This is an optimization exercise on Yosys and OpenROAD, whose aim is small area, a short achievable clock period and few clock cycles, not a production implementation.
Only simulation tests tie the RTL to the original design; equivalence was not proved.
Power figures rest on the tool's default switching activity, not on a simulated workload.

## run A
## pb_mcast_unroller
module pb_mcast_unroller #(
  parameter int unsigned AddrWidth  = pb_mcast_pkg::ADDR_W,
  parameter int unsigned UserWidth  = pb_mcast_pkg::USER_W,
  parameter int unsigned SelWidth   = pb_mcast_pkg::SEL_W,
  parameter int unsigned MeshDimX   = 4,
  parameter int unsigned MeshDimY   = 4,
  parameter int unsigned CoordWidth = pb_mcast_pkg::COORD_W
) (
  input  logic                  clk_i,
  input  logic                  rst_i,
  input  logic                  in_valid_i,
  output logic                  in_ready_o,
  input  logic [AddrWidth-1:0]  in_addr_i,
  input  logic [AddrWidth-1:0]  in_mask_i,
  input  logic [2*SelWidth-1:0] in_sel_x_i,
  input  logic [2*SelWidth-1:0] in_sel_y_i,
  input  logic [UserWidth-1:0]  in_user_i,
  output logic                  out_valid_o,
  input  logic                  out_ready_i,
  output logic [AddrWidth-1:0]  out_addr_o,
  output logic [CoordWidth-1:0] out_x_o,
  output logic [CoordWidth-1:0] out_y_o,
  output logic [UserWidth-1:0]  out_user_o,
  output logic                  out_last_o,
  output logic                  busy_o,
  output logic                  err_o
);
Size in the first run: roughly 1900 cells after synthesis, roughly 140 flip-flops.
Settings: LEC_CHECK=0, ABC_AREA=1, CAP_MARGIN=20, CORE_MARGIN=2, CORE_UTILIZATION=40, SLEW_MARGIN=20; clock period 7.0 ns.
standard.sh (not shown) runs the stock make flow with config.mk's settings and CLKGATE_MAP_FILE= SYNTH_SCRIPT=/design/flow/synth_recipe.tcl, a recipe that flattens the netlist after the stock synthesis.
==> flow/flow/run.sh <==
#!/bin/bash
# Standard layout, with the port buffers made from the smallest buffer cell
# (the default pick is a larger delay buffer). Everything else is the standard flow's
# standard flow.
set -euo pipefail
export BUFFER_PORTS_ARGS="-buffer_cell sky130_fd_sc_hd__buf_1"
bash standard.sh 2>&1 | tee standard_flow.log
Run A did not stop at any stage, and its layout met the timing, DRC and antenna checks.
Testbench counts of run A, summed over its fixed seeds: cycles 13,033.
## Diff of input files: run B against run A
- putting CTS_BUF_LIST at sky130_fd_sc_hd__clkbuf_8 where nothing was set
- putting SETUP_SLACK_MARGIN at 4.0 where nothing was set
- putting CTS_CLUSTER_SIZE at 20 where nothing was set
- putting TNS_END_PERCENT at 0 where nothing was set
Comparing the two runs side by side, run B comes out ahead of run A on shortest clock period the worst path allows after layout. The higher total iterations of the first detailed-routing run of run A and run B is in run B. For run A, the critical setup path kind was in -> reg, unlike run B, where it was reg -> out. Comparing run A and run B, the higher core utilization is on run B. | growth of design area from synthesis to finish | run B vs run A | 4.5 points higher |. Global-route usage ended up 0.65 points higher on run B than on run A. Between run B and run A, it is run B whose wire length is higher, by 2.0%.
### run B -> run C
- a change of CORE_UTILIZATION from 40 to 50
- a deleted CTS_CLUSTER_SIZE that had been 20
- a deleted CTS_BUF_LIST that had been sky130_fd_sc_hd__clkbuf_8
==> summary.txt <==
- Going from run B to run C, wire length saw a decrease; final cell count saw a decrease; share of total power in the clock network saw an increase; iteration count of the initial detailed-routing pass saw little to no change.
- The leakage power total was comparable across run B and run C.
- The part of the power in combinational logic in run C was lower than what run B gave.
- The lower number of nets in the final layout came out of run C.
- | die footprint | run C vs run B | better |
- Going from run B to run C, via count grows by about 2.5%.
- Row die boundary height: run C lower / run B higher
For run D, these inputs were changed with respect to run C:
- changing CORE_UTILIZATION from 50 to 40
[summary]
Run D finished every stage and its layout cleared the timing, DRC and antenna checks.
Run C finished end to end and its layout was clean on timing, DRC and antenna.
Run C → run D: wire length of the first global-routing pass went up by 6.2%; utilization after layout saw a decrease; number of non-clock inverters went up.
Looking at slowest cell on the critical path, the sky130_fd_sc_hd__fa_2 result is from run D; the sky130_fd_sc_hd__edfxtp_1 one comes from run C.
Of run D and run C, it is run D that has the higher number of inserted filler cells in the final layout.
Via count delta (run D − run C): favourable
For run E, these inputs were changed with respect to run D:
- an added CTS_CLUSTER_SIZE of 20
- an added CTS_BUF_LIST of sky130_fd_sc_hd__clkbuf_8
- an added PLACE_DENSITY of 0.8
Results
met3 demand-to-capacity share in global routing ends up higher on run E. Relative to run D, hold slack decreased by 0.0088 ns in run E. Wire length: run E > run D. Power (higher): run D. Run E went all the way through synthesis, placement and routing and the layout is clean on timing, DRC and antenna.

[port drivers added, routing unchanged]
How much do the figures lean on ideal ports? The routed layouts below were timed once more, with nothing changed but the port constraints. Step 1: set_driving_cell puts a clkbuf_16 on clk_i and a buf_2 on each other input, an assumption about the parent block. Step 2 adds t to the input delays and takes it off the output delays; t is the mean of the earliest and latest rising clock arrival at the registers after step 1. Input paths then give back, and output paths get back, about the clock's delay inside the block. Slacks: ideal / step 1 / step 2; pairs: ideal / step 1.
run | t (ns) | setup WS [ns] | cell pins on the clock port's net
run A | 0.468 | 2.286 / 2.306 / 1.838 | 1
run B | 0.501 | 3.119 / 3.079 / 2.743 | 1
run C | 0.473 | 3.073 / 3.018 / 2.689 | 1
run D | 0.467 | 3.243 / 3.200 / 2.784 | 1
run E | 0.476 | 3.166 / 3.175 / 2.699 | 1
After both steps every run listed still meets setup and hold. The setup slack of run E, which loses most, moves by +0.009 ns with the drivers and by -0.467 ns with both steps.
